Source: an optimization exercise on an open RTL-to-GDS flow (aim: small area and a short achievable clock period). Production flows keep margins and buffers that such runs may drop.
At most, simulation tests tie the RTL to the original design; equivalence was not proved.
For runs 3 and 4, only the layout was checked, not whether the RTL still works.

===== flow/config.mk =====
export PLATFORM = sky130hd
export DESIGN_NAME = aes_round_top
export DESIGN_NICKNAME = aes_round_top
export VERILOG_FILES = /design/flow/design.v
export SDC_FILE = /design/flow/constraint.sdc
export NUM_CORES = 4
export LEC_CHECK = 0
export CAP_MARGIN = 20
export CORE_MARGIN = 2
export CORE_UTILIZATION = 50
export CTS_BUF_LIST = sky130_fd_sc_hd__clkbuf_8
export CTS_CLUSTER_DIAMETER = 60
export CTS_CLUSTER_SIZE = 16
export PLACE_DENSITY = 0.65
export SLEW_MARGIN = 20

===== flow/constraint.sdc =====
create_clock -name core_clock -period 5.0 [get_ports {clk}]
set_input_delay 1.0000 -clock core_clock [delete_from_list [all_inputs] [get_ports {clk}]]
set_output_delay 1.0000 -clock core_clock [all_outputs]
set_load 0.01 [all_outputs]

===== flow/design.v =====
`default_nettype none
package aes_math_pkg;
  localparam logic [7:0] poly_reduce = 8'h1b;
  localparam logic [2047:0] sbox = {
    128'h637c777bf26b6fc53001672bfed7ab76,
    128'hca82c97dfa5947f0add4a2af9ca472c0,
    128'hb7fd9326363ff7cc34a5e5f171d83115,
    128'h04c723c31896059a071280e2eb27b275,
    128'h09832c1a1b6e5aa0523bd6b329e32f84,
    128'h53d100ed20fcb15b6acbbe394a4c58cf,
    128'hd0efaafb434d338545f9027f503c9fa8,
    128'h51a3408f929d38f5bcb6da2110fff3d2,
    128'hcd0c13ec5f974417c4a77e3d645d1973,
    128'h60814fdc222a908846eeb814de5e0bdb,
    128'he0323a0a4906245cc2d3ac629195e479,
    128'he7c8376d8dd54ea96c56f4ea657aae08,
    128'hba78252e1ca6b4c6e8dd741f4bbd8b8a,
    128'h703eb5664803f60e613557b986c11d9e,
    128'he1f8981169d98e949b1e87e9ce5528df,
    128'h8ca1890dbfe6426841992d0fb054bb16
  };
  function automatic logic [7:0] sub_byte(input logic [7:0] b);
    sub_byte = sbox[2047 - 8 * b -: 8];
  endfunction
  function automatic logic [7:0] xtime(input logic [7:0] b);
    logic [7:0] shifted;
    shifted = {b[6:0], 1'b0};
    if (b[7]) begin
      shifted = shifted ^ poly_reduce;
    end
    xtime = shifted;
  endfunction
  function automatic logic [7:0] mul3(input logic [7:0] b);
    mul3 = xtime(b) ^ b;
  endfunction
endpackage
`default_nettype wire
`timescale 1ns/1ns
`default_nettype none
module aes_mix_column (
  input  wire [31:0] col_in,
  input  wire [31:0] key_in,
  output wire [31:0] col_out
);
  wire [31:0] t;
  for (genvar i = 0; i < 4; i++) begin : g_row
    assign t[31 - 8*i -: 8] = col_in[31 - 8*i -: 8] ^ col_in[31 - 8*((i + 1) % 4) -: 8];
    assign col_out[31 - 8*i -: 8] =
      aes_math_pkg::xtime(t[31 - 8*i -: 8]) ^
      ((col_in[31 - 8*((i + 1) % 4) -: 8] ^ key_in[31 - 8*i -: 8]) ^ t[31 - 8*((i + 2) % 4) -: 8]);
  end
endmodule
`default_nettype wire
`timescale 1ns/1ns
`default_nettype none
module aes_sub_shift_stage (
  input  wire         clk,
  input  wire [127:0] in_state,
  output wire [127:0] shifted
);
  wire [127:0] subbed;
  for (genvar c = 0; c < 4; c++) begin : g_col
    for (genvar r = 0; r < 4; r++) begin : g_row
      aes_sbox u_sbox (
        .clk (clk),
        .a   (in_state[127 - 32*c - 8*r -: 8]),
        .y   (subbed[127 - 32*c - 8*r -: 8])
      );
      assign shifted[127 - 32*c - 8*r -: 8] =
        subbed[127 - 32*((c + r) % 4) - 8*r -: 8];
    end
  end
endmodule
module aes_sbox (
  input  wire       clk,
  input  wire [7:0] a,
  output wire [7:0] y
);
  wire U0 = a[7], U1 = a[6], U2 = a[5], U3 = a[4], U4 = a[3], U5 = a[2], U6 = a[1], U7 = a[0];
  wire T1, T2, T3, T4, T5, T6, T7, T8, T9, T10;
  wire T11, T12, T13, T14, T15, T16, T17, T18, T19, T20;
  wire T21, T22, T23, T24, T25, T26, T27, M1, M2, M3;
  wire M4, M5, M6, M7, M8, M9, M10, M11, M12, M13;
  wire M14, M15, M16, M17, M18, M19, M20, M21, M22, M23;
  wire M24, M25, M26, M27, M28, M29, M30, M31, M32, M33;
  wire M34, M35, M36, M37, M38, M39, M40, M41, M42, M43;
  wire M44, M45, M46, M47, M48, M49, M50, M51, M52, M53;
  wire M54, M55, M56, M57, M58, M59, M60, M61, M62, M63;
  wire L0, L1, L2, L3, L4, L5, L6, L7, L8, L9;
  wire L10, L11, L12, L13, L14, L15, L16, L17, L18, L19;
  wire L20, L21, L22, L23, L24, L25, L26, L27, L28, L29;
  wire S0, S1, S2, S3, S4, S5, S6, S7;
  reg  U7_q1, T1_q1, T2_q1, T3_q1, T4_q1, T6_q1, T8_q1, T9_q1, T10_q1, T13_q1;
  reg  T15_q1, T16_q1, T17_q1, T19_q1, T20_q1, T22_q1, T23_q1, T25_q1, T27_q1, M19_q1;
  reg  M20_q1, M21_q1, M22_q1, M50_q1, M56_q1, L0_q1, L1_q1, L6_q1, L7_q1, L8_q1;
  reg  L9_q1, L10_q1, L11_q1, L14_q1, L15_q1, L17_q1, L19_q1, L22_q1, L23_q1;
  assign T1 = U0 ^ U3;
  assign T2 = U0 ^ U5;
  assign T3 = U0 ^ U6;
  assign T4 = U3 ^ U5;
  assign T5 = U4 ^ U6;
  assign T6 = T1 ^ T5;
  assign T7 = U1 ^ U2;
  assign T8 = U7 ^ T6;
  assign T9 = U7 ^ T7;
  assign T10 = T6 ^ T7;
  assign T11 = U1 ^ U5;
  assign T12 = U2 ^ U5;
  assign T13 = T3 ^ T4;
  assign T14 = T6 ^ T11;
  assign T15 = T5 ^ T11;
  assign T16 = T5 ^ T12;
  assign T17 = T9 ^ T16;
  assign T18 = U3 ^ U7;
  assign T19 = T7 ^ T18;
  assign T20 = T1 ^ T19;
  assign T21 = U6 ^ U7;
  assign T22 = T7 ^ T21;
  assign T23 = T2 ^ T22;
  assign T24 = T2 ^ T10;
  assign T25 = T20 ^ T17;
  assign T26 = T3 ^ T16;
  assign T27 = T1 ^ T12;
  assign M1 = T13 & T6;
  assign M2 = T23 & T8;
  assign M3 = T14 ^ M1;
  assign M4 = T19 & U7;
  assign M5 = M4 ^ M1;
  assign M6 = T3 & T16;
  assign M7 = T22 & T9;
  assign M8 = T26 ^ M6;
  assign M9 = T20 & T17;
  assign M10 = M9 ^ M6;
  assign M11 = T1 & T15;
  assign M12 = T4 & T27;
  assign M13 = M12 ^ M11;
  assign M14 = T2 & T10;
  assign M15 = M14 ^ M11;
  assign M16 = M3 ^ M2;
  assign M17 = M5 ^ T24;
  assign M18 = M8 ^ M7;
  assign M19 = M10 ^ M15;
  assign M20 = M16 ^ M13;
  assign M21 = M17 ^ M15;
  assign M22 = M18 ^ M13;
  assign M23 = M19_q1 ^ T25_q1;
  assign M24 = M22_q1 ^ M23;
  assign M25 = M22_q1 & M20_q1;
  assign M26 = M21_q1 ^ M25;
  assign M27 = M20_q1 ^ M21_q1;
  assign M28 = M23 ^ M25;
  assign M29 = M28 & M27;
  assign M30 = M26 & M24;
  assign M31 = M20_q1 & M23;
  assign M32 = M27 & M31;
  assign M33 = M27 ^ M25;
  assign M34 = M21_q1 & M22_q1;
  assign M35 = M24 & M34;
  assign M36 = M24 ^ M25;
  assign M37 = M21_q1 ^ M29;
  assign M38 = M32 ^ M33;
  assign M39 = M23 ^ M30;
  assign M40 = M35 ^ M36;
  assign M41 = M38 ^ M40;
  assign M42 = M37 ^ M39;
  assign M43 = M37 ^ M38;
  assign M44 = M39 ^ M40;
  assign M45 = M42 ^ M41;
  assign M46 = M44 & T6_q1;
  assign M47 = M40 & T8_q1;
  assign M48 = M39 & U7_q1;
  assign M49 = M43 & T16_q1;
  assign M50 = M38 & T9_q1;
  assign M51 = M37 & T17_q1;
  assign M52 = M42 & T15_q1;
  assign M53 = M45 & T27_q1;
  assign M54 = M41 & T10_q1;
  assign M55 = M44 & T13_q1;
  assign M56 = M40 & T23_q1;
  assign M57 = M39 & T19_q1;
  assign M58 = M43 & T3_q1;
  assign M59 = M38 & T22_q1;
  assign M60 = M37 & T20_q1;
  assign M61 = M42 & T1_q1;
  assign M62 = M45 & T4_q1;
  assign M63 = M41 & T2_q1;
  assign L0 = M61 ^ M62;
  assign L1 = M50 ^ M56;
  assign L2 = M46 ^ M48;
  assign L3 = M47 ^ M55;
  assign L4 = M54 ^ M58;
  assign L5 = M49 ^ M61;
  assign L6 = M62 ^ L5;
  assign L7 = M46 ^ L3;
  assign L8 = M51 ^ M59;
  assign L9 = M52 ^ M53;
  assign L10 = M53 ^ L4;
  assign L11 = M60 ^ L2;
  assign L12 = M48 ^ M51;
  assign L13 = M50_q1 ^ L0_q1;
  assign L14 = M52 ^ M61;
  assign L15 = M55 ^ L1;
  assign L16 = M56_q1 ^ L0_q1;
  assign L17 = M57 ^ L1;
  assign L18 = M58 ^ L8;
  assign L19 = M63 ^ L4;
  assign L20 = L0_q1 ^ L1_q1;
  assign L21 = L1_q1 ^ L7_q1;
  assign L22 = L3 ^ L12;
  assign L23 = L18 ^ L2;
  assign L24 = L15_q1 ^ L9_q1;
  assign L25 = L6_q1 ^ L10_q1;
  assign L26 = L7_q1 ^ L9_q1;
  assign L27 = L8_q1 ^ L10_q1;
  assign L28 = L11_q1 ^ L14_q1;
  assign L29 = L11_q1 ^ L17_q1;
  assign S0 = L6_q1 ^ L24;
  assign S1 = ~(L16 ^ L26);
  assign S2 = ~(L19_q1 ^ L28);
  assign S3 = L6_q1 ^ L21;
  assign S4 = L20 ^ L22_q1;
  assign S5 = L25 ^ L29;
  assign S6 = ~(L13 ^ L27);
  assign S7 = ~(L6_q1 ^ L23_q1);
  always @(posedge clk) begin
    U7_q1 <= U7;
    T1_q1 <= T1;
    T2_q1 <= T2;
    T3_q1 <= T3;
    T4_q1 <= T4;
    T6_q1 <= T6;
    T8_q1 <= T8;
    T9_q1 <= T9;
    T10_q1 <= T10;
    T13_q1 <= T13;
    T15_q1 <= T15;
    T16_q1 <= T16;
    T17_q1 <= T17;
    T19_q1 <= T19;
    T20_q1 <= T20;
    T22_q1 <= T22;
    T23_q1 <= T23;
    T25_q1 <= T25;
    T27_q1 <= T27;
    M19_q1 <= M19;
    M20_q1 <= M20;
    M21_q1 <= M21;
    M22_q1 <= M22;
    M50_q1 <= M50;
    M56_q1 <= M56;
    L0_q1 <= L0;
    L1_q1 <= L1;
    L6_q1 <= L6;
    L7_q1 <= L7;
    L8_q1 <= L8;
    L9_q1 <= L9;
    L10_q1 <= L10;
    L11_q1 <= L11;
    L14_q1 <= L14;
    L15_q1 <= L15;
    L17_q1 <= L17;
    L19_q1 <= L19;
    L22_q1 <= L22;
    L23_q1 <= L23;
  end
  assign y[7] = S0;
  assign y[6] = S1;
  assign y[5] = S2;
  assign y[4] = S3;
  assign y[3] = S4;
  assign y[2] = S5;
  assign y[1] = S6;
  assign y[0] = S7;
endmodule
`default_nettype wire
`timescale 1ns/1ns
`default_nettype none
module aes_mix_key_stage (
  input  wire          clk,
  input  wire [127:0]  shifted,
  input  wire [127:0]  round_key,
  output reg  [127:0]  out_state
);
  wire [127:0] keyed;
  for (genvar c = 0; c < 4; c++) begin : g_col
    aes_mix_column u_mix (
      .col_in  (shifted[127 - 32*c -: 32]),
      .key_in  (round_key[127 - 32*c -: 32]),
      .col_out (keyed[127 - 32*c -: 32])
    );
  end
  always @(posedge clk) begin
    out_state <= keyed;
  end
endmodule
`default_nettype wire
`timescale 1ns/1ns
`default_nettype none
module aes_round_top (
  input  wire          clk,
  input  wire          rst,
  input  wire          in_valid,
  input  wire [256:0]  in_data,
  output wire          out_valid,
  output wire [127:0]  out_state
);
  localparam int SBOX_CYCLES = 2;
  reg  [SBOX_CYCLES:0] valid_pipe;
  wire [127:0]         shifted;
  always @(posedge clk) begin
    if (rst) begin
      valid_pipe <= '0;
    end else begin
      valid_pipe <= {valid_pipe[SBOX_CYCLES-1:0], in_valid};
    end
  end
  assign out_valid = valid_pipe[SBOX_CYCLES];
  reg [128*SBOX_CYCLES-1:0] key_pipe;
  wire [127:0]              round_key;
  always @(posedge clk) begin
    key_pipe[127:0] <= in_data[128:1] & {128{~in_data[0]}};
  end
  if (SBOX_CYCLES > 1) begin : g_key
    always @(posedge clk) begin
      key_pipe[128*SBOX_CYCLES-1:128] <= key_pipe[128*SBOX_CYCLES-129:0];
    end
  end
  assign round_key = key_pipe[128*SBOX_CYCLES-1 -: 128];
  aes_sub_shift_stage u_sub_shift (
    .clk      (clk),
    .in_state (in_data[256:129]),
    .shifted  (shifted)
  );
  aes_mix_key_stage u_mix_key (
    .clk       (clk),
    .shifted   (shifted),
    .round_key (round_key),
    .out_state (out_state)
  );
endmodule
`default_nettype wire

===== flow/flow/run.sh =====
#!/bin/bash
# Own layout flow: the standard layout (standard.sh) with two changes.
#  1. Synthesis maps the logic with flow/abc.script (area-recovering mapping
#     that keeps the XOR structure of the s-boxes) in place of ORFS's ABC
#     speed script. Everything else in synthesis is the standard one
#     (synth_recipe.tcl on a copy of ORFS's scripts folder), so registers keep
#     their standard names and cells.
#  2. Ports are buffered with sky130_fd_sc_hd__buf_1 instead of the default
#     delay-cell buffer.
# Each tool's output goes to a log of its own in this folder (synth.log,
# layout.log) and ORFS's per-step logs under orfs/logs/.
set -euo pipefail
W=$PWD
rm -rf "$W/scripts_abc"
cp -r "$FLOW_HOME/scripts" "$W/scripts_abc"
cp "$W/flow/abc.script" "$W/scripts_abc/abc_speed.script"
bash "$W/standard.sh" synth SCRIPTS_DIR="$W/scripts_abc" > "$W/synth.log" 2>&1
bash "$W/standard.sh" finish "BUFFER_PORTS_ARGS=-buffer_cell sky130_fd_sc_hd__buf_1" > "$W/layout.log" 2>&1

===== flow/flow/abc.script =====
strash
dch -f
map -a
topo
buffer -c
upsize -c
dnsize -c

===== flow/standard.sh =====
#!/bin/bash
# synth_recipe.tcl (not shown) runs the flow's synth.tcl, then flattens the netlist and writes it again
# the make line also repeats each setting of config.mk as NAME=value (left out here)
make -C /OpenROAD-flow-scripts/flow DESIGN_CONFIG=/design/flow/config.mk WORK_HOME=/design/flow/orfs CLKGATE_MAP_FILE= SYNTH_SCRIPT=/design/flow/synth_recipe.tcl "${@:-finish}"

==> results of run 1 <==
[worst paths after layout]
path,cells after the start,slack (ns),endpoint
setup / recovery,11,2.62,u_sub_shift.g_col[2].g_row[2].u_sbox.M21_q1
hold / removal,0,0.33,key_pipe[215]
setup reg to reg,5,2.79,u_mix_key.out_state[23]
hold reg to reg,0,0.33,key_pipe[215]
[placed cells by master (no fill, tap or decap), types with 22 or more instances in the layout]
| cell type | instances |
|---|---|
| sky130_fd_sc_hd__inv_2 | 50 |
| sky130_fd_sc_hd__buf_1 | 387 |
| sky130_fd_sc_hd__a21oi_1 | 47 |
| sky130_fd_sc_hd__xor2_1 | 860 |
| sky130_fd_sc_hd__nor2_1 | 272 |
| sky130_fd_sc_hd__ha_1 | 32 |
| sky130_fd_sc_hd__xnor2_2 | 22 |
| sky130_fd_sc_hd__dfxtp_1 | 1011 |
| sky130_fd_sc_hd__xnor2_1 | 731 |
| sky130_fd_sc_hd__xor2_2 | 28 |
| sky130_fd_sc_hd__o21ai_0 | 32 |
| sky130_fd_sc_hd__nand2_1 | 698 |
| sky130_fd_sc_hd__nand3_1 | 32 |
| sky130_fd_sc_hd__or2_2 | 64 |
| sky130_fd_sc_hd__or2_1 | 29 |
| sky130_fd_sc_hd__inv_1 | 380 |
| sky130_fd_sc_hd__clkbuf_8 | 89 |
[final cells by class]
| class | count | area, µm² | share of cell area [%] |
|---|---|---|---|
| repair buffers | 390 | 1490 | 3.16 |
| diodes | 2 | 5.00 | 0.0106 |
| inverters | 424 | 1590 | 3.38 |
| multi-input cells | 2941 | 20700 | 44.1 |
| clock buffers | 89 | 1220 | 2.60 |
| clock inverters | 30 | 329 | 0.699 |
| flip-flops and latches | 1011 | 20200 | 43.0 |
| well taps | 1144 | 1430 | 3.04 |
[critical path, delay by kind of cell]
kind,cells,cell delay (ns)
XOR/XNOR,4,0.76
AND/OR/NAND/NOR,4,0.70
buffers and inverters,2,0.27
adder cells (fa/ha/maj),1,0.28
[per-stage QoR]
stage	worst slack (ns)	hold slack, ns	util, %	area (µm²)	instances
after floorplan	2.33	0.310	-	42700	4406
after global placement	2.00	0.310	53.6	45500	5910
after detailed placement	1.92	0.312	53.6	45500	5910
after CTS	2.58	0.327	55.4	47000	6029
after global routing	2.41	0.326	55.4	47100	6031
final	2.62	0.328	55.4	47100	6031
[routing by layer]
layer | part of all wire, % | GRT usage [%] | up-vias
met4 | 2.8 | 6.68 | 0
met2 | 47 | 33.9 | 468
li1 | - | - | 14000
met5 | 0 | 0 | -
met3 | 4.3 | 2.86 | 118
met1 | 46 | 25.4 | 12100
[cell families (layout without fill, tap and decap cells)]
logic type | Yosys count | after routing | synth area share (%)
buffers and inverters | 454 | 933 | 3.99
AO/OA/AOI/OAI | 144 | 144 | 2.17
adder cells (fa/ha/maj) | 32 | 32 | 0.938
AND/OR/NAND/NOR | 1122 | 1122 | 10.8
other | 0 | 2 | 0
XOR/XNOR | 1643 | 1643 | 34.7
flip-flops | 1011 | 1011 | 47.4
==> Implementation_results.wiki, run 1 <==
{| class="wikitable"
! Metric !! Value
|-
| Startpoint of the lowest-slack register-to-register path || u_sub_shift.g_col[2].g_row[3].u_sbox.L6_q1
|-
| Die X-Extent || 296 µm
|-
| Final period utilization || 47.6%
|-
| Post-layout min period || 2.38 ns
|-
| Transition time of the tightest slew-check pin || 0.948 ns
|-
| Vert. Die Dim || 296 µm
|-
| Number of H-tree levels || 3
|-
| Post-Syn Nets || 4,698
|-
| Setup tns final || 0 ns
|-
| Overflow left after global routing || 0
|-
| Number of nets with antenna violations after detailed routing || 0
|-
| Detailed placement HPWL || 70,100 µm
|-
| Post-Syn Area || 0.0427 mm²
|-
| Most common cell in the synthesized netlist || sky130_fd_sc_hd__dfxtp_1
|-
| Initial Utilization || 50.3%
|-
| Largest cells by area after synthesis || sky130_fd_sc_hd__dfxtp_1, sky130_fd_sc_hd__xor2_1, sky130_fd_sc_hd__xnor2_1
|-
| Critical Path AT || 3.00 ns
|-
| Reg with most FFs || key_pipe
|-
| Number of pins with negative max-slew slack in the final report || 0
|-
| Layout Area Growth over Synthesis || 10.2%
|-
| Most common library cells after synthesis || sky130_fd_sc_hd__dfxtp_1, sky130_fd_sc_hd__xor2_1, sky130_fd_sc_hd__xnor2_1, sky130_fd_sc_hd__nand2_1, sky130_fd_sc_hd__inv_1
|-
| Total wire length after detailed routing || 87,000 µm
|-
| Number of endpoints failing setup at the final stage || 0
|-
| Clock input transition at the sequential cells of the worst setup and hold paths || 0.10 ns
|-
| Mean instance size in the synthesized netlist || 9.69 µm²
|-
| Number of hold buffers added after cts || 0
|-
| Buffer cell driving the clock tree root || sky130_fd_sc_hd__clkbuf_8
|-
| Synth warnings || 4
|-
| Achievable frequency || 420 MHz
|-
| Number of input and output port buffers inserted || 388
|-
| First-pass iteration count of the detailed router || 5
|-
| Wire length of the first global-routing pass || 136,000 µm
|-
| Flip-flop count of the largest register, all copies and words added || 256
|-
| Area of the core || 0.0849 mm²
|-
| Post-detailed-route via-to-cell ratio || 4.42
|-
| Inserted Clock Buffers || 81
|-
| Flip-flop and latch count after synthesis || 1,011
|-
| DR iter-0 viols || 1,047
|-
| Crit path launch type || input pin
|-
| DIE AREA || 0.0877 mm²
|-
| Post-CTS Repair Setup Buffers || 0
|-
| Cells after synthesis || 4,406
|-
| RSZ-0062 raised after global routing || false
|-
| Sort of element at the end of the critical path || register
|-
| Number of nets in the final layout || 5,141
|-
| Wire length per cell after detailed routing || 14.4 µm
|-
| Required time at the endpoint of the critical path || 5.62 ns
|-
| Launch instance of the worst min-delay path || key_pipe[87]
|-
| Top FF cell, synth || sky130_fd_sc_hd__dfxtp_1
|-
| Clock latency on the worst-skew pair || 0.70 ns
|-
| Number of hold-slack violations in the final timing report || 0
|-
| Post-synthesis async set-or-reset flop share || 0%
|-
| Beginning of the critical path || in_data[176]
|-
| Pin count of the biggest net entering global routing || 61
|-
| Drt drc || 0
|-
| Share of final-layout standard cells stronger than drive strength 1 || 6.69%
|-
| Worst max-slew margin expressed relative to the limit || 36.3%
|-
| TritonCTS clock tree || done
|-
| Registers with the highest flip-flop counts || key_pipe x256, u_mix_key.out_state x128
|-
| Worst-path maximum fanout || 5
|-
| Number of synthesized flops with an enable pin || 0
|-
| Slowest cell delay on critical path || 0.31 ns
|-
| Startpoint-to-endpoint class of the critical path || input pin to register
|-
| Global-route total usage across every layer || 19.7%
|-
| Row count || 107
|-
| Antenna violations before repair || 3
|-
| Routed vias || 26,600
|-
| # Max-Cap Violations || 0
|-
| Worst-path cell chain || buf_1 > or2_2 > nand2_1 > inv_1 > nand2_1 > nand2_1 > xnor2_1 > ha_1 > xor2_1 > xor2_1 > xor2_1
|-
| Number of gates resized after CTS || 0
|-
| Distinct cell type count of the synthesized netlist || 28
|-
| Post-synth top area cell || sky130_fd_sc_hd__dfxtp_1
|-
| Number of clock sinks || 1,011
|-
| Class of the tightest hold or removal check || register to register
|-
| Top-Level Pins || 389
|-
| Fill cells || 7,746
|-
| Sequential share of the synthesized area || 47.4%
|-
| Status || complete, no violations
|-
| Largest buffer count on any clock path || 3
|-
| Vias in the first global route || 26,500
|-
| GP Congestion || 0.850
|-
| Worst Skew || 0.0367 ns
|-
| Portion of synthesized cell area occupied by the leading cell type || 47.4%
|-
| Cell with the largest stage delay on the worst path || sky130_fd_sc_hd__or2_2
|}
==> run 2, diff against run 1 <==
--- a/flow/flow/run.sh
+++ b/flow/flow/run.sh
@@ -8,3 +8,4 @@
 #  2. Ports are buffered with sky130_fd_sc_hd__buf_1 instead of the default
-#     delay-cell buffer.
+#     delay-cell buffer; before detailed placement, flow/pre_dpl.tcl makes
+#     the port buffers buf_2 and the result registers dfxtp_2.
 # Each tool's output goes to a log of its own in this folder (synth.log,
--- a/flow/config.mk
+++ b/flow/config.mk
@@ -14,2 +14,3 @@
 export PLACE_DENSITY = 0.65
+export SETUP_SLACK_MARGIN = 2.7
 export SLEW_MARGIN = 20
==> run 2 against run 1 <==
Fmax grew 7.3%. Clock skew decreased by 0.013 ns. Hold slack got worse by 0.0039 ns. Die area did not move. Global-route usage is 0.79 points higher. Non-clock buffer count increased by 1. Critical path depth fell by 10. Wire length rose by 3.7%. Register-to-register slack gained 0.05 ns. Critical endpoint is now out_state[41]. Largest cell class unchanged.
==> Implementation_results.wiki, run 2 <==
{| class="wikitable"
! Metric !! Value
|-
| Setup tns final || 0 ns (unchanged)
|-
| Number of H-tree levels || 3 (unchanged)
|-
| Cells after synthesis || 4,406 (unchanged)
|-
| Layout Area Growth over Synthesis || 12.2%
|-
| Total wire length after detailed routing || 90,200 µm (+3.7%)
|-
| Mean instance size in the synthesized netlist || 9.69 µm² (unchanged)
|-
| Antenna violations before repair || 8 (+5)
|-
| Worst-path maximum fanout || 1 (-4)
|-
| Global-route total usage across every layer || 20.5% (+0.79 points)
|-
| Sequential share of the synthesized area || 47.4% (unchanged)
|-
| Detailed placement HPWL || 73,500 µm (+4.8%)
|-
| Routed vias || 26,600 (-0.29%)
|-
| Crit path launch type || register
|-
| Die X-Extent || 296 µm (unchanged)
|-
| Slowest cell delay on critical path || 0.37 ns (+0.06 ns)
|-
| DR iter-0 viols || 912 (-13%)
|-
| Critical path's top delay family || flip-flops
|-
| Wire length of the first global-routing pass || 141,000 µm (+3.6%)
|-
| Portion of synthesized cell area occupied by the leading cell type || 47.4% (unchanged)
|-
| # Max-Cap Violations || 0 (unchanged)
|-
| Cell with the largest stage delay on the worst path || sky130_fd_sc_hd__dfxtp_1
|-
| DIE AREA || 0.0877 mm² (unchanged)
|-
| Smallest hold slack || 0.324 ns (-0.00390 ns)
|-
| Distinct cell type count of the synthesized netlist || 28 (unchanged)
|-
| Post-synthesis async set-or-reset flop share || 0% (unchanged)
|-
| Worst Skew || 0.0239 ns (-0.0128 ns)
|-
| Startpoint-to-endpoint class of the critical path || register to primary output
|-
| Synth warnings || 4 (unchanged)
|-
| Sort of element at the end of the critical path || primary output
|-
| Setup ws final || 2.78 ns (+0.161 ns)
|-
| Wire length per cell after detailed routing || 14.9 µm (+3.6%)
|-
| Post-synth top area cell || sky130_fd_sc_hd__dfxtp_1
|-
| Post-Syn Area || 0.0427 mm² (unchanged)
|-
| Number of pins with negative max-slew slack in the final report || 0 (unchanged)
|-
| Area of the core || 0.0849 mm² (unchanged)
|-
| Final core area utilization || 56.4% (+0.98 points)
|-
| Flip-flop and latch count after synthesis || 1,011 (unchanged)
|-
| Overflow left after global routing || 0 (unchanged)
|-
| Post-CTS Repair Setup Buffers || 0 (unchanged)
|-
| Post-Syn Nets || 4,698 (unchanged)
|-
| Number of nets with antenna violations after detailed routing || 0 (unchanged)
|-
| Top-Level Pins || 389 (unchanged)
|-
| GP Congestion || 0.861 (+1.4%)
|-
| Post-detailed-route via-to-cell ratio || 4.40 (-0.38%)
|-
| First-pass iteration count of the detailed router || 6 (+1)
|-
| Fill cells || 7,716 (-0.39%)
|-
| Top FF cell, synth || sky130_fd_sc_hd__dfxtp_1
|-
| Vias in the first global route || 26,800 (+1.3%)
|-
| Flip-flop count of the largest register, all copies and words added || 256 (unchanged)
|-
| Number of hold-slack violations in the final timing report || 0 (unchanged)
|-
| Inserted Clock Buffers || 82 (+1.2%)
|-
| Number of hold buffers added after cts || 0 (unchanged)
|-
| Number of input and output port buffers inserted || 388 (unchanged)
|-
| Clock latency on the worst-skew pair || 0.69 ns (about the same)
|-
| Most common library cells after synthesis || sky130_fd_sc_hd__dfxtp_1, sky130_fd_sc_hd__xor2_1, sky130_fd_sc_hd__xnor2_1, sky130_fd_sc_hd__nand2_1, sky130_fd_sc_hd__inv_1
|-
| Registers with the highest flip-flop counts || key_pipe x256, u_mix_key.out_state x128
|-
| RSZ-0062 raised after global routing || true
|-
| Share of final-layout standard cells stronger than drive strength 1 || 9.94% (+3.2 points)
|-
| Drt drc || 0 (unchanged)
|-
| Commonest non-fill, non-tap cell in the layout || sky130_fd_sc_hd__dfxtp_1
|-
| TritonCTS clock tree || done
|-
| Commonest cells after routing, fill and taps aside || sky130_fd_sc_hd__dfxtp_1, sky130_fd_sc_hd__xor2_1, sky130_fd_sc_hd__xnor2_1
|-
| Area used by multi-input combinational logic || 0.0215 mm² (+3.4%)
|-
| Final period utilization || 44.3% (-3.2 points)
|-
| Total non-filler cell area in the finished layout || 0.0479 mm² (+1.8%)
|-
| Largest buffer count on any clock path || 3 (unchanged)
|-
| Vert. Die Dim || 296 µm (unchanged)
|-
| Status || complete, no violations
|-
| Most common cell in the synthesized netlist || sky130_fd_sc_hd__dfxtp_1
|-
| Clock input transition at the sequential cells of the worst setup and hold paths || 0.10 ns (about the same)
|-
| Transition time of the tightest slew-check pin || 0.834 ns (-0.114 ns)
|-
| Number of clock sinks || 1,011 (unchanged)
|-
| Worst-path cell chain || buf_1
|-
| Worst path buffer plus inverter count || 1 (-1)
|-
| Number of endpoints failing setup at the final stage || 0 (unchanged)
|-
| Worst slack at placement || 2.10 ns (+0.181 ns)
|-
| Row count || 107 (unchanged)
|-
| Initial Utilization || 50.3% (unchanged)
|-
| Pin count of the biggest net entering global routing || 48 (-21%)
|-
| Cell area after placement || 0.0461 mm² (+1.4%)
|-
| Reg with most FFs || key_pipe
|-
| Buffer cell driving the clock tree root || sky130_fd_sc_hd__clkbuf_8
|-
| Sequential cell area || 0.0203 mm² (about the same)
|-
| Post-layout min period || 2.22 ns (-0.161 ns)
|-
| Critical Path AT || 1.22 ns (-1.78 ns)
|-
| Achievable frequency || 451 MHz (+7.3%)
|-
| Number of nets in the final layout || 5,143 (+0.039%)
|-
| Number of synthesized flops with an enable pin || 0 (unchanged)
|-
| Worst max-slew margin expressed relative to the limit || 44.0% (+7.6 points)
|-
| Required time at the endpoint of the critical path || 4.00 ns (-1.62 ns)
|-
| Largest cells by area after synthesis || sky130_fd_sc_hd__dfxtp_1, sky130_fd_sc_hd__xor2_1, sky130_fd_sc_hd__xnor2_1
|-
| Class of the tightest hold or removal check || register to register
|}
[run 2: cell types whose count changed in the layout (fill, tap and decap cells not counted), moves of 13 or more]
cell and delta:
sky130_fd_sc_hd__nand2_1 -41, sky130_fd_sc_hd__xor2_1 -32, sky130_fd_sc_hd__xor2_2 +32, sky130_fd_sc_hd__inv_1 -28
sky130_fd_sc_hd__inv_2 +24, sky130_fd_sc_hd__or2_2 -24, sky130_fd_sc_hd__or2_4 +24, sky130_fd_sc_hd__nand2_4 +23
sky130_fd_sc_hd__xnor2_1 -19, sky130_fd_sc_hd__nand2_2 +18, sky130_fd_sc_hd__xnor2_2 +17, sky130_fd_sc_hd__buf_1 -15
sky130_fd_sc_hd__buf_2 +13
[run 2: worst paths after layout]
kind	from	to	slack (ns)	cells after the start
min	key_pipe[58]	key_pipe[186]	0.32	0
min reg2reg	key_pipe[58]	key_pipe[186]	0.32	0
max reg2reg	u_sub_shift.g_col[3].g_row[0].u_sbox.L11_q1	u_mix_key.out_state[13]	2.84	5
max	u_mix_key.out_state[41]	out_state[41]	2.78	1
[run 2: logic make-up after synthesis]
kind of cell | after synthesis | share of synthesized area (%)
fa+ha+maj | 32 | 0.938
compound gates | 144 | 2.17
simple gates | 1122 | 10.8
xor+xnor | 1643 | 34.7
buf+inv | 454 | 3.99
flops | 1011 | 47.4
[run 2: final cells by class]
cell class / instances / area share (%)
well taps: 1144 / 2.99
clock inverters: 28 / 0.745
clock buffers: 93 / 2.67
inverters: 424 / 3.32
diodes: 5 / 0.0261
multi-input cells: 2941 / 44.8
repair buffers: 391 / 3.14
flip-flops and latches: 1011 / 42.3
[run 2: timing repair]
item                       4_1_cts  5_1_grt
pin swaps                        0        0
gates resized for setup         24       17
setup endpoints to repair       19       19
[run 2: per-stage QoR]
stage               cells
detailed placement   5911
global route         6037
global placement     5911
floorplan            4406
CTS                  6032
finish               6037
[run 2: layer usage]
| layer | wire length, µm | up-vias | track usage [%] |
|---|---|---|---|
| met5 | 57 | - | 0 |
| met4 | 2000 | 8 | 5.80 |
| met3 | 2860 | 121 | 2.67 |
| met2 | 44500 | 414 | 36.6 |
| met1 | 40800 | 12000 | 25.9 |
| li1 | - | 14000 | - |
==> run 3, diff against run 2 <==
--- a/flow/design.v
+++ b/flow/design.v
@@ -93,5 +93,5 @@
   reg  U7_q1, T1_q1, T2_q1, T3_q1, T4_q1, T6_q1, T8_q1, T9_q1, T10_q1, T13_q1;
-  reg  T15_q1, T16_q1, T17_q1, T19_q1, T20_q1, T22_q1, T23_q1, T25_q1, T27_q1, M19_q1;
-  reg  M20_q1, M21_q1, M22_q1, M50_q1, M56_q1, L0_q1, L1_q1, L6_q1, L7_q1, L8_q1;
-  reg  L9_q1, L10_q1, L11_q1, L14_q1, L15_q1, L17_q1, L19_q1, L22_q1, L23_q1;
+  reg  T15_q1, T16_q1, T17_q1, T19_q1, T20_q1, T22_q1, T23_q1, T27_q1, M20_q1, M21_q1;
+  reg  M22_q1, M23_q1, M50_q1, M56_q1, L0_q1, L1_q1, L6_q1, L7_q1, L8_q1, L9_q1;
+  reg  L10_q1, L11_q1, L14_q1, L15_q1, L17_q1, L19_q1, L22_q1, L23_q1;
   assign T1 = U0 ^ U3;
@@ -145,4 +145,4 @@
   assign M22 = M18 ^ M13;
-  assign M23 = M19_q1 ^ T25_q1;
-  assign M24 = M22_q1 ^ M23;
+  assign M23 = M19 ^ T25;
+  assign M24 = M22_q1 ^ M23_q1;
   assign M25 = M22_q1 & M20_q1;
@@ -150,6 +150,6 @@
   assign M27 = M20_q1 ^ M21_q1;
-  assign M28 = M23 ^ M25;
+  assign M28 = M23_q1 ^ M25;
   assign M29 = M28 & M27;
   assign M30 = M26 & M24;
-  assign M31 = M20_q1 & M23;
+  assign M31 = M20_q1 & M23_q1;
   assign M32 = M27 & M31;
@@ -161,3 +161,3 @@
   assign M38 = M32 ^ M33;
-  assign M39 = M23 ^ M30;
+  assign M39 = M23_q1 ^ M30;
   assign M40 = M35 ^ M36;
@@ -242,5 +242,3 @@
     T23_q1 <= T23;
-    T25_q1 <= T25;
     T27_q1 <= T27;
-    M19_q1 <= M19;
     M20_q1 <= M20;
@@ -248,2 +246,3 @@
     M22_q1 <= M22;
+    M23_q1 <= M23;
     M50_q1 <= M50;
--- a/flow/flow/run.sh
+++ b/flow/flow/run.sh
@@ -8,4 +8,3 @@
 #  2. Ports are buffered with sky130_fd_sc_hd__buf_1 instead of the default
-#     delay-cell buffer; before detailed placement, flow/pre_dpl.tcl makes
-#     the port buffers buf_2 and the result registers dfxtp_2.
+#     delay-cell buffer.
 # Each tool's output goes to a log of its own in this folder (synth.log,
--- a/flow/config.mk
+++ b/flow/config.mk
@@ -14,3 +14,2 @@
 export PLACE_DENSITY = 0.65
-export SETUP_SLACK_MARGIN = 2.7
 export SLEW_MARGIN = 20
==> run 3 against run 2 <==
Wire length is 5.5% lower. Sequential share of layout area is 0.70 points higher. Critical path type is now input pin to register. Still clean on timing, DRC and antenna. Fmax is 7.8% lower. Largest cell class unchanged. Die area is 1.2% lower.
==> Implementation_results.wiki, run 3 <==
{| class="wikitable"
! Metric !! Value
|-
| Worst-path maximum fanout || 4 (+3)
|-
| Wire length per cell after detailed routing || 14.3 µm (-4.2%)
|-
| Post-layout min period || 2.41 ns (+0.188 ns)
|-
| Clock input transition at the sequential cells of the worst setup and hold paths || 0.10 ns (about the same)
|-
| RSZ-0062 raised after global routing || false
|-
| Number of synthesized flops with an enable pin || 0 (unchanged)
|-
| Worst-path cell chain || buf_1 > inv_1 > or2_2 > nand2_1 > nand3_1 > nand2_1 > xor2_1 > ha_1 > xor2_1 > xor2_1 > xor2_1
|-
| TritonCTS clock tree || done
|-
| Number of hold buffers added after cts || 0 (unchanged)
|-
| Vert. Die Dim || 294 µm (-0.59%)
|-
| Fill cells || 7,618 (-1.3%)
|-
| Area used by multi-input combinational logic || 0.0205 mm² (-4.3%)
|-
| Distinct cell type count of the synthesized netlist || 26 (-7.1%)
|-
| Most common cell in the synthesized netlist || sky130_fd_sc_hd__dfxtp_1
|-
| Number of input and output port buffers inserted || 388 (unchanged)
|-
| Beginning of the critical path || in_data[178]
|-
| Inserted Clock Buffers || 79 (-3.7%)
|-
| Top-Level Pins || 389 (unchanged)
|-
| Crit path launch type || input pin
|-
| Post-Syn Area || 0.0422 mm² (-1.2%)
|-
| Number of endpoints failing setup at the final stage || 0 (unchanged)
|-
| Detailed placement HPWL || 69,200 µm (-5.9%)
|-
| Number of clock sinks || 995 (-1.6%)
|-
| Layout Area Growth over Synthesis || 9.83%
|-
| Achievable frequency || 416 MHz (-7.8%)
|-
| Number of gates resized after CTS || 0 (-100%)
|-
| Most numerous cell on the critical path || sky130_fd_sc_hd__xor2_1
|-
| Number of nets with antenna violations after detailed routing || 0 (unchanged)
|-
| Wire length of the first global-routing pass || 135,000 µm (-4.0%)
|-
| Status || complete, no violations
|-
| Critical Path AT || 2.99 ns (+1.77 ns)
|-
| GP Congestion || 0.865 (+0.43%)
|-
| Post-detailed-route via-to-cell ratio || 4.45 (+1.2%)
|-
| Die X-Extent || 294 µm (-0.59%)
|-
| Class of the tightest hold or removal check || register to register
|-
| Startpoint of the lowest-slack register-to-register path || u_sub_shift.g_col[1].g_row[3].u_sbox.L6_q1
|-
| Clock latency on the worst-skew pair || 0.69 ns (about the same)
|-
| Number of nets in the final layout || 5,129 (-0.27%)
|-
| Cell with the largest stage delay on the worst path || sky130_fd_sc_hd__or2_2
|-
| Number of pins with negative max-slew slack in the final report || 0 (unchanged)
|-
| First-pass iteration count of the detailed router || 5 (-1)
|-
| Sort of element at the end of the critical path || register
|-
| Area of the core || 0.0836 mm² (-1.6%)
|-
| Portion of synthesized cell area occupied by the leading cell type || 47.2% (-0.18 points)
|-
| Pin count of the biggest net entering global routing || 54 (+13%)
|-
| Post-CTS Repair Setup Buffers || 0 (unchanged)
|-
| Slowest cell delay on critical path || 0.28 ns (-0.09 ns)
|-
| Buffer cell driving the clock tree root || sky130_fd_sc_hd__clkbuf_8
|-
| Global-route total usage across every layer || 19.6% (-0.91 points)
|-
| Post-synth top area cell || sky130_fd_sc_hd__dfxtp_1
|-
| Sequential share of the synthesized area || 47.2% (-0.18 points)
|-
| Routed vias || 26,500 (-0.24%)
|-
| Overflow left after global routing || 0 (unchanged)
|-
| Launch instance of the worst min-delay path || key_pipe[76]
|-
| Largest buffer count on any clock path || 3 (unchanged)
|-
| Commonest cells after routing, fill and taps aside || sky130_fd_sc_hd__dfxtp_1, sky130_fd_sc_hd__xor2_1, sky130_fd_sc_hd__xnor2_1
|-
| Synth warnings || 4 (unchanged)
|-
| Antenna violations before repair || 8 (unchanged)
|-
| Sequential cell area || 0.0199 mm² (-1.7%)
|-
| Worst max-slew margin expressed relative to the limit || 32.9% (-11 points)
|-
| Startpoint-to-endpoint class of the critical path || input pin to register
|-
| Flip-flop and latch count after synthesis || 995 (-1.6%)
|-
| # Max-Cap Violations || 0 (unchanged)
|-
| Registers with the highest flip-flop counts || key_pipe x256, u_mix_key.out_state x128
|-
| Total wire length after detailed routing || 85,200 µm (-5.5%)
|-
| Commonest non-fill, non-tap cell in the layout || sky130_fd_sc_hd__dfxtp_1
|-
| Number of H-tree levels || 3 (unchanged)
|-
| Required time at the endpoint of the critical path || 5.58 ns (+1.58 ns)
|-
| Row count || 106 (-0.93%)
|-
| Number of hold-slack violations in the final timing report || 0 (unchanged)
|-
| Setup tns final || 0 ns (unchanged)
|-
| Cells after synthesis || 4,396 (-0.23%)
|-
| Mean instance size in the synthesized netlist || 9.59 µm² (-0.97%)
|-
| Smallest hold slack || 0.320 ns (-0.00347 ns)
|-
| Initial Utilization || 50.5% (+0.18 points)
|-
| DR iter-0 viols || 1,032 (+13%)
|-
| DIE AREA || 0.0867 mm² (-1.2%)
|-
| Top FF cell, synth || sky130_fd_sc_hd__dfxtp_1
|-
| Most common library cells after synthesis || sky130_fd_sc_hd__dfxtp_1, sky130_fd_sc_hd__xor2_1, sky130_fd_sc_hd__xnor2_1, sky130_fd_sc_hd__nand2_1, sky130_fd_sc_hd__inv_1
|-
| Transition time of the tightest slew-check pin || 0.999 ns (+0.165 ns)
|-
| Post-Syn Nets || 4,688 (-0.21%)
|-
| Worst Skew || 0.0371 ns (+0.0132 ns)
|-
| Share of final-layout standard cells stronger than drive strength 1 || 5.07% (-4.9 points)
|-
| Drt drc || 0 (unchanged)
|-
| Reg with most FFs || key_pipe
|-
| Final period utilization || 48.1% (+3.8 points)
|-
| Critical path's top delay family || XOR/XNOR gates
|-
| Largest cells by area after synthesis || sky130_fd_sc_hd__dfxtp_1, sky130_fd_sc_hd__xor2_1, sky130_fd_sc_hd__xnor2_1
|-
| Vias in the first global route || 26,600 (-0.80%)
|-
| Worst path buffer plus inverter count || 2 (+1)
|-
| Flip-flop count of the largest register, all copies and words added || 256 (unchanged)
|-
| Post-synthesis async set-or-reset flop share || 0% (unchanged)
|}
run 3: cells by family after synthesis:
logic type,Yosys count,share of synthesized area (%)
flops,995,47.2
fa+ha+maj,32,0.949
compound gates,96,1.66
xor+xnor,1647,34.9
simple gates,1165,11.2
buf+inv,461,4.10
run 3: path summary, 6_finish.rpt:
| kind | slack, ns | endpoint | cells past startpoint |
|---|---|---|---|
| hold / removal | 0.32 | key_pipe[204] | 0 |
| hold reg to reg | 0.32 | key_pipe[204] | 0 |
| setup reg to reg | 2.77 | u_mix_key.out_state[63] | 5 |
| setup / recovery | 2.59 | u_sub_shift.g_col[2].g_row[1].u_sbox.M21_q1 | 11 |
run 3: cell type report:
cell class / instances / share of cell area, %
multi-input combinational: 2940 / 44.3
sequential: 995 / 43.0
inverter: 431 / 3.49
timing repair buffer: 390 / 3.18
tap: 1080 / 2.92
clock buffer: 81 / 2.41
clock inverter: 31 / 0.673
antenna: 3 / 0.0162
run 3: metrics by stage:
step	util, %	setup slack [ns]	cell area [µm²]	instances
2_1_floorplan	-	2.31	42200	4396
3_3_place_gp	53.7	2.01	44900	5836
3_5_place_dp	53.7	1.94	44900	5836
4_1_cts	55.4	2.54	46300	5948
5_1_grt	55.4	2.41	46300	5950
6_report	55.4	2.59	46300	5951
run 3: routing by layer:
layer | vias to the layer above | GRT usage, % | part of all wire (%)
li1 | 14000 | - | -
met1 | 12000 | 24.8 | 46
met2 | 438 | 34.7 | 48
met3 | 104 | 3.17 | 4.0
met4 | 6 | 4.93 | 1.7
met5 | - | 0 | 0.040
run 3: worst register-to-register path: stages (launching register included):
cell,delay [ns]
sky130_fd_sc_hd__dfxtp_1,0.44
sky130_fd_sc_hd__xor2_1,0.21
sky130_fd_sc_hd__xor2_1,0.20
sky130_fd_sc_hd__xnor2_1,0.80
sky130_fd_sc_hd__xnor2_1,0.26
sky130_fd_sc_hd__xor2_1,0.20
==> run 4, diff against run 3 <==
--- a/flow/design.v
+++ b/flow/design.v
@@ -94,4 +94,4 @@
   reg  T15_q1, T16_q1, T17_q1, T19_q1, T20_q1, T22_q1, T23_q1, T27_q1, M20_q1, M21_q1;
-  reg  M22_q1, M23_q1, M50_q1, M56_q1, L0_q1, L1_q1, L6_q1, L7_q1, L8_q1, L9_q1;
-  reg  L10_q1, L11_q1, L14_q1, L15_q1, L17_q1, L19_q1, L22_q1, L23_q1;
+  reg  M22_q1, M23_q1, M50_q1, M55_q1, M56_q1, M57_q1, L0_q1, L6_q1, L7_q1, L8_q1;
+  reg  L9_q1, L10_q1, L11_q1, L14_q1, L19_q1, L22_q1, L23_q1;
   assign T1 = U0 ^ U3;
@@ -187,3 +187,3 @@
   assign L0 = M61 ^ M62;
-  assign L1 = M50 ^ M56;
+  assign L1 = M50_q1 ^ M56_q1;
   assign L2 = M46 ^ M48;
@@ -201,12 +201,12 @@
   assign L14 = M52 ^ M61;
-  assign L15 = M55 ^ L1;
+  assign L15 = M55_q1 ^ L1;
   assign L16 = M56_q1 ^ L0_q1;
-  assign L17 = M57 ^ L1;
+  assign L17 = M57_q1 ^ L1;
   assign L18 = M58 ^ L8;
   assign L19 = M63 ^ L4;
-  assign L20 = L0_q1 ^ L1_q1;
-  assign L21 = L1_q1 ^ L7_q1;
+  assign L20 = L0_q1 ^ L1;
+  assign L21 = L1 ^ L7_q1;
   assign L22 = L3 ^ L12;
   assign L23 = L18 ^ L2;
-  assign L24 = L15_q1 ^ L9_q1;
+  assign L24 = L15 ^ L9_q1;
   assign L25 = L6_q1 ^ L10_q1;
@@ -215,3 +215,3 @@
   assign L28 = L11_q1 ^ L14_q1;
-  assign L29 = L11_q1 ^ L17_q1;
+  assign L29 = L11_q1 ^ L17;
   assign S0 = L6_q1 ^ L24;
@@ -248,5 +248,6 @@
     M50_q1 <= M50;
+    M55_q1 <= M55;
     M56_q1 <= M56;
+    M57_q1 <= M57;
     L0_q1 <= L0;
-    L1_q1 <= L1;
     L6_q1 <= L6;
@@ -258,4 +259,2 @@
     L14_q1 <= L14;
-    L15_q1 <= L15;
-    L17_q1 <= L17;
     L19_q1 <= L19;
==> run 4 against run 3 <==
Still clean. Die area down 0.79%. Final area decreased by 0.32%. Critical endpoint is now u_mix_key.out_state[123].
==> Implementation_results.wiki, run 4 <==
{| class="wikitable"
! Metric !! Value
|-
| Most common library cells after synthesis || sky130_fd_sc_hd__dfxtp_1, sky130_fd_sc_hd__xor2_1, sky130_fd_sc_hd__nand2_1, sky130_fd_sc_hd__xnor2_1, sky130_fd_sc_hd__inv_1
|-
| Clock latency on the worst-skew pair || 0.69 ns (about the same)
|-
| Number of input and output port buffers inserted || 388 (unchanged)
|-
| Number of pins with negative max-slew slack in the final report || 0 (unchanged)
|-
| Number of clock sinks || 979 (-1.6%)
|-
| Cell area after placement || 0.0446 mm² (-0.76%)
|-
| Post-synth top area cell || sky130_fd_sc_hd__dfxtp_1
|-
| Startpoint-to-endpoint class of the critical path || register to register
|-
| Total non-filler cell area in the finished layout || 0.0462 mm² (-0.32%)
|-
| Number of endpoints failing setup at the final stage || 0 (unchanged)
|-
| Routed vias || 26,800 (+1.3%)
|-
| DR iter-0 viols || 939 (-9.0%)
|-
| Top FF cell, synth || sky130_fd_sc_hd__dfxtp_1
|-
| Worst max-slew margin expressed relative to the limit || 38.7% (+5.8 points)
|-
| Registers with the highest flip-flop counts || key_pipe x256, u_mix_key.out_state x128
|-
| GP Congestion || 0.866 (about the same)
|-
| Distinct cell type count of the synthesized netlist || 23 (-12%)
|-
| Area of the core || 0.0833 mm² (-0.32%)
|-
| Vert. Die Dim || 293 µm (-0.40%)
|-
| Initial Utilization || 50.2% (-0.25 points)
|-
| Row count || 106 (unchanged)
|-
| Reg with most FFs || key_pipe
|-
| Worst-path maximum fanout || 4 (unchanged)
|-
| Number of hold-slack violations in the final timing report || 0 (unchanged)
|-
| Global-route total usage across every layer || 19.8% (+0.17 points)
|-
| Vias in the first global route || 26,500 (-0.40%)
|-
| Worst-path cell chain || or2_2 > nand2_1 > xnor2_1 > xor2_1 > xnor2_1 > xor2_1 > xnor2_1
|-
| Required time at the endpoint of the critical path || 5.58 ns (about the same)
|-
| Pin count of the biggest net entering global routing || 56 (+3.7%)
|-
| Post-Syn Nets || 4,769 (+1.7%)
|-
| Post-detailed-route via-to-cell ratio || 4.44 (-0.20%)
|-
| Mean instance size in the synthesized netlist || 9.34 µm² (-2.6%)
|-
| Transition time of the tightest slew-check pin || 0.914 ns (-0.0858 ns)
|-
| Post-Syn Area || 0.0418 mm² (-0.80%)
|-
| Basic-gate share of the synthesized area counting and, or, nand and nor cells || 11.5% (+0.32 points)
|-
| RSZ-0062 raised after global routing || false
|-
| Final period utilization || 51.3% (+3.2 points)
|-
| Worst Skew || 0.0336 ns (-0.00346 ns)
|-
| Buffer cell driving the clock tree root || sky130_fd_sc_hd__clkbuf_8
|-
| Flip-flop count of the largest register, all copies and words added || 256 (unchanged)
|-
| XOR/XNOR Fraction of Synth Area || 34.3% (-0.60 points)
|-
| Commonest cells after routing, fill and taps aside || sky130_fd_sc_hd__dfxtp_1, sky130_fd_sc_hd__xor2_1, sky130_fd_sc_hd__nand2_1
|-
| Compound-Gate Fraction of Synth Area || 1.61% (-0.049 points)
|-
| Share of final-layout standard cells stronger than drive strength 1 || 4.22% (-0.86 points)
|-
| Number of nets in the final layout || 5,211 (+1.6%)
|-
| Post-CTS Repair Setup Buffers || 0 (unchanged)
|-
| Flip-flop and latch count after synthesis || 979 (-1.6%)
|-
| Sort of element at the end of the critical path || register
|-
| Crit path launch type || register
|-
| Top-Level Pins || 389 (unchanged)
|-
| Detailed placement HPWL || 70,000 µm (+1.1%)
|-
| Clock input transition at the sequential cells of the worst setup and hold paths || 0.10 ns (about the same)
|-
| Number of nets with antenna violations after detailed routing || 0 (unchanged)
|-
| Largest buffer count on any clock path || 3 (unchanged)
|-
| Portion of synthesized cell area occupied by the leading cell type || 46.8% (-0.38 points)
|-
| Number of gates resized after CTS || 0 (unchanged)
|-
| Wire length per cell after detailed routing || 14.3 µm (-0.10%)
|-
| Layout Area Growth over Synthesis || 10.4%
|-
| Number of H-tree levels || 3 (unchanged)
|-
| Critical Path AT || 3.14 ns (+0.15 ns)
|-
| First-pass iteration count of the detailed router || 5 (unchanged)
|-
| Cell with the largest stage delay on the worst path || sky130_fd_sc_hd__xor2_1
|-
| Total wire length after detailed routing || 86,300 µm (+1.4%)
|-
| Post-synthesis mux area share || 0% (unchanged)
|-
| Status || complete, no violations
|-
| Worst path buffer plus inverter count || 0 (-2)
|-
| Dominant combinational cell family by area after synthesis || XOR/XNOR gates
|-
| Most common cell in the synthesized netlist || sky130_fd_sc_hd__dfxtp_1
|-
| Drt drc || 0 (unchanged)
|-
| Post-Synth Adder-Cell Area || 0.957% (+0.0077 points)
|-
| Class of the tightest hold or removal check || register to register
|-
| Number of synthesized flops with an enable pin || 0 (unchanged)
|-
| Largest cells by area after synthesis || sky130_fd_sc_hd__dfxtp_1, sky130_fd_sc_hd__xor2_1, sky130_fd_sc_hd__xnor2_1
|-
| Antenna violations before repair || 7 (-1)
|-
| Synth warnings || 4 (unchanged)
|-
| Most numerous cell on the critical path || sky130_fd_sc_hd__xnor2_1
|-
| # Max-Cap Violations || 0 (unchanged)
|-
| Cells after synthesis || 4,477 (+1.8%)
|-
| Sequential share of the synthesized area || 46.8% (-0.38 points)
|-
| DIE AREA || 0.0860 mm² (-0.79%)
|-
| Die X-Extent || 293 µm (-0.40%)
|-
| Inserted Clock Buffers || 80 (+1.3%)
|-
| Setup tns final || 0 ns (unchanged)
|-
| Post-layout min period || 2.57 ns (+0.161 ns)
|-
| Fill cells || 7,602 (-0.21%)
|-
| Number of hold buffers added after cts || 0 (unchanged)
|-
| Post-synthesis async set-or-reset flop share || 0% (unchanged)
|-
| Wire length of the first global-routing pass || 135,000 µm (-0.22%)
|-
| Overflow left after global routing || 0 (unchanged)
|-
| Commonest non-fill, non-tap cell in the layout || sky130_fd_sc_hd__dfxtp_1
|-
| Slowest cell delay on critical path || 0.58 ns (+0.30 ns)
|-
| Achievable frequency || 390 MHz (-6.3%)
|-
| TritonCTS clock tree || done
|-
| Critical path's top delay family || XOR/XNOR gates
|}
==> run 4: cell count changes in the layout (fill, tap and decap cells not counted), moves of 18 or more <==
cell and change:
sky130_fd_sc_hd__xnor2_1 -99, sky130_fd_sc_hd__nand3_1 -19, sky130_fd_sc_hd__a21oi_1 +47, sky130_fd_sc_hd__xor2_2 -18
sky130_fd_sc_hd__xor2_1 +93, sky130_fd_sc_hd__nor2_1 +41, sky130_fd_sc_hd__inv_1 +86
==> run 4: area by class of cell <==
| cell class | count | area, µm² | area share (%) |
|---|---|---|---|
| sequential | 979 | 19600 | 42.4 |
| antenna | 4 | 10.0 | 0.0217 |
| tap | 1080 | 1350 | 2.93 |
| clock buffer | 86 | 1180 | 2.56 |
| timing repair buffer | 390 | 1480 | 3.19 |
| clock inverter | 33 | 430 | 0.932 |
| inverter | 505 | 1900 | 4.11 |
| multi-input combinational | 2963 | 20200 | 43.8 |
==> run 4: per-layer routing <==
layer	GRT usage [%]	vias to the layer above	routed length (µm)	part of all wire [%]
met4	6.88	8	2450	2.8
met3	3.01	136	3580	4.1
met5	0	-	54	0.063
met2	35.0	474	42200	49
met1	24.4	12100	38100	44
li1	-	14200	-	-
==> run 4: worst paths after layout <==
check | startpoint | endpoint | slack (ns) | depth (start not counted)
worst min register to register | key_pipe[121] | key_pipe[249] | 0.32 | 0
worst max register to register | u_sub_shift.g_col[1].g_row[1].u_sbox.M56_q1 | u_mix_key.out_state[123] | 2.43 | 7
worst min-delay path | key_pipe[121] | key_pipe[249] | 0.32 | 0
worst max-delay path | u_sub_shift.g_col[1].g_row[1].u_sbox.M56_q1 | u_mix_key.out_state[123] | 2.43 | 7
==> run 4: through the flow <==
stage	worst slack (ns)	cells	utilization, %	hold slack [ns]
3_5_place_dp	1.95	5917	53.5	0.312
5_1_grt	2.37	6039	55.4	0.325
6_report	2.43	6040	55.4	0.319
2_1_floorplan	2.31	4477	-	0.310
3_3_place_gp	1.96	5917	53.5	0.310
4_1_cts	2.39	6036	55.4	0.320
==> run 4: cell families after synthesis <==
| group | count (synthesis) |
|---|---|
| AND/OR/NAND/NOR | 1185 |
| buffers and inverters | 535 |
| flip-flops | 979 |
| AO/OA/AOI/OAI | 123 |
| XOR/XNOR | 1623 |
| adder cells (fa/ha/maj) | 32 |

## separate check: timing with driven ports
The flow's constraints put no driver on any port. The routed layouts listed below were extracted and timed again, unchanged, in two steps.
Step 1: set_driving_cell puts a clkbuf_16 on clk and a buf_2 on each other input, an assumption about the parent block.
Step 2 adds t to the input delays and takes it off the output delays; t is the mean of the earliest and latest rising clock arrival at the registers after step 1. Input paths then give back, and output paths get back, about the clock's delay inside the block.
Three values: ideal, step 1, step 2; two values: the first two.
| run | t (ns) | setup slack, ns | cell pins on the clock port's net |
|---|---|---|---|
| run 1 | 0.748 | 2.621 / 2.588 / 1.918 | 1 |
| run 2 | 0.742 | 2.783 / 2.716 / 2.067 | 1 |
| run 3 | 0.727 | 2.595 / 2.506 / 1.779 | 1 |
| run 4 | 0.737 | 2.433 / 2.433 / 1.897 | 1 |
After both steps setup and hold are still met in every run listed. For run 3, which loses most, drivers alone change the setup slack by -0.089 ns; drivers and shift together by -0.816 ns.
